Background: an optimization exercise with open tools, aiming at small area. Do not read the settings as production practice. Only simulation tests tie the RTL to the original design; equivalence was not proved. Power figures rest on the tool's default switching activity, not on a simulated workload.

==> flow/design.v <==
package mips_pkg;
  localparam int DATA_W_DEFAULT = 32;   
  localparam int ADDR_W_DEFAULT = 5;    
  localparam int unsigned REG_ZERO = 0;
endpackage
module regfile_read_port #(
  parameter int DATA_W = mips_pkg::DATA_W_DEFAULT,
  parameter int ADDR_W = mips_pkg::ADDR_W_DEFAULT
) (
  input  logic [ADDR_W-1:0] rd_idx,
  input  logic [(2**ADDR_W)*DATA_W-1:0] regs,   
  input  logic              wr_en,     
  input  logic [ADDR_W-1:0] wr_idx,
  input  logic [DATA_W-1:0] wr_data,
  output logic [DATA_W-1:0] rd_data
);
  logic unused_bypass;
  assign unused_bypass = ^{wr_en, wr_idx, wr_data};
  always_comb begin
    rd_data = regs[rd_idx*DATA_W +: DATA_W];
    if (rd_idx == ADDR_W'(mips_pkg::REG_ZERO)) begin
      rd_data = '0;
    end
  end
endmodule
module register_file #(
  parameter int DATA_W = mips_pkg::DATA_W_DEFAULT,
  parameter int ADDR_W = mips_pkg::ADDR_W_DEFAULT
) (
  input  logic              clk,
  input  logic              rst,
  input  logic              RegWrite,
  input  logic [ADDR_W-1:0] read_reg1,
  input  logic [ADDR_W-1:0] read_reg2,
  input  logic [ADDR_W-1:0] write_reg,
  input  logic [DATA_W-1:0] write_data,
  output logic [DATA_W-1:0] read_data1,
  output logic [DATA_W-1:0] read_data2
);
  localparam int NUM_REGS = 2**ADDR_W;
  logic [NUM_REGS-1:0][DATA_W-1:0] regs_q;   
  logic [NUM_REGS-1:0][DATA_W-1:0] regs_d;
  logic              wr_en;
  assign wr_en = RegWrite && !rst;
  always_comb begin
    regs_d = regs_q;
    if (wr_en && (write_reg != ADDR_W'(mips_pkg::REG_ZERO))) begin
      regs_d[write_reg] = write_data;
    end
    regs_d[mips_pkg::REG_ZERO] = '0;
  end
  always_ff @(posedge clk) begin
    if (rst) begin
      for (int i = 0; i < NUM_REGS; i++) begin
        regs_q[i] <= '0;
      end
    end else begin
      regs_q <= regs_d;
    end
  end
  regfile_read_port #(
    .DATA_W (DATA_W),
    .ADDR_W (ADDR_W)
  ) u_rd_port1 (
    .rd_idx  (read_reg1),
    .regs    (regs_q),
    .wr_en   (wr_en),
    .wr_idx  (write_reg),
    .wr_data (write_data),
    .rd_data (read_data1)
  );
  regfile_read_port #(
    .DATA_W (DATA_W),
    .ADDR_W (ADDR_W)
  ) u_rd_port2 (
    .rd_idx  (read_reg2),
    .regs    (regs_q),
    .wr_en   (wr_en),
    .wr_idx  (write_reg),
    .wr_data (write_data),
    .rd_data (read_data2)
  );
endmodule
make LEC_CHECK=0 CAP_MARGIN=20 CORE_MARGIN=2 CORE_UTILIZATION=40 SLEW_MARGIN=20 finish   # period 6.0 ns
run.sh (not shown) runs the stock make flow with config.mk's settings and CLKGATE_MAP_FILE= SYNTH_SCRIPT=/design/flow/synth_recipe.tcl, a recipe that flattens the netlist after the stock synthesis.
Next try:
==> flow/design.v (replaced) <==
package mips_pkg;
  localparam int DATA_W_DEFAULT = 32;   
  localparam int ADDR_W_DEFAULT = 5;    
  localparam int unsigned REG_ZERO = 0;
endpackage
module regfile_read_port #(
  parameter int DATA_W = mips_pkg::DATA_W_DEFAULT,
  parameter int ADDR_W = mips_pkg::ADDR_W_DEFAULT
) (
  input  logic [ADDR_W-1:0] rd_idx,
  input  logic [(2**ADDR_W)*DATA_W-1:0] regs,   
  output logic [DATA_W-1:0] rd_data
);
  localparam int NUM_REGS = 2**ADDR_W;
  always_comb begin
    rd_data = '0;
    for (int r = 1; r < NUM_REGS; r++) begin
      rd_data = rd_data | ({DATA_W{rd_idx == ADDR_W'(r)}} & regs[r*DATA_W +: DATA_W]);
    end
  end
endmodule
module register_file #(
  parameter int DATA_W = mips_pkg::DATA_W_DEFAULT,
  parameter int ADDR_W = mips_pkg::ADDR_W_DEFAULT
) (
  input  logic              clk,
  input  logic              rst,
  input  logic              RegWrite,
  input  logic [ADDR_W-1:0] read_reg1,
  input  logic [ADDR_W-1:0] read_reg2,
  input  logic [ADDR_W-1:0] write_reg,
  input  logic [DATA_W-1:0] write_data,
  output logic [DATA_W-1:0] read_data1,
  output logic [DATA_W-1:0] read_data2
);
  localparam int NUM_REGS = 2**ADDR_W;
  logic [NUM_REGS-1:0][DATA_W-1:0] regs_q;
  logic [NUM_REGS-1:1]             row_en;    
  logic [DATA_W-1:0]               wdata;     
  assign wdata = write_data & {DATA_W{~rst}};
  always_comb begin
    for (int r = 1; r < NUM_REGS; r++) begin
      row_en[r] = rst | (RegWrite && (write_reg == ADDR_W'(r)));
    end
  end
  assign regs_q[0] = '0;
  for (genvar r = 1; r < NUM_REGS; r++) begin : g_row
    always_ff @(posedge clk) begin
      regs_q[r] <= (regs_q[r] & {DATA_W{~row_en[r]}}) | (wdata & {DATA_W{row_en[r]}});
    end
  end
  regfile_read_port #(
    .DATA_W (DATA_W),
    .ADDR_W (ADDR_W)
  ) u_rd_port1 (
    .rd_idx  (read_reg1),
    .regs    (regs_q),
    .rd_data (read_data1)
  );
  regfile_read_port #(
    .DATA_W (DATA_W),
    .ADDR_W (ADDR_W)
  ) u_rd_port2 (
    .rd_idx  (read_reg2),
    .regs    (regs_q),
    .rd_data (read_data2)
  );
endmodule
After rerunning:
- The changed run finished but fails on negative setup slack
- setup slack is worse by 770 ps
- sequential power goes up by 31%
- cell count fell by 28%
- worst hold slack improves by 860 ps
- clock-buffer cell count decreases by 19
- global-route usage climbs by 8.5 points
- non-clock buffer count rose by 60
- die area went down by 18%
- first-iteration DRC count came out higher by 48%
- combinational power is higher by about 4%
- synthesized cell count drops by 39%
- area after synthesis came out lower by 18%
- critical path depth went up by 1

==> port drivers added, routing unchanged <==
The flow's constraints put no driver on any port. The routed layouts listed below were extracted and timed again, unchanged, in two steps. Step 1, drivers: a clkbuf_16 drives clk and a buf_2 each remaining input, both assumed. Step 2, shift: input delay + t, output delay - t, t = (earliest + latest rising clock arrival at the registers) / 2. This alone moves slack from input paths to output paths. Three values: ideal ports, drivers, drivers and shift; two values: the first two.
run | t, ns | setup WS [ns] | worst setup path after step 2 | clock arrival spread, ns | worst data-port slew with drivers (ns)
the first run | 0.793 | 0.602 / 0.552 / 0.552 | input to output | 0.022 / 0.022 | 0.13
the second run | 0.760 | -0.164 / -0.190 / -0.190 | input to output | 0.036 / 0.036 | 0.06
For the first run, which loses most, drivers alone change the setup slack by -0.050 ns; drivers and shift together by -0.050 ns.
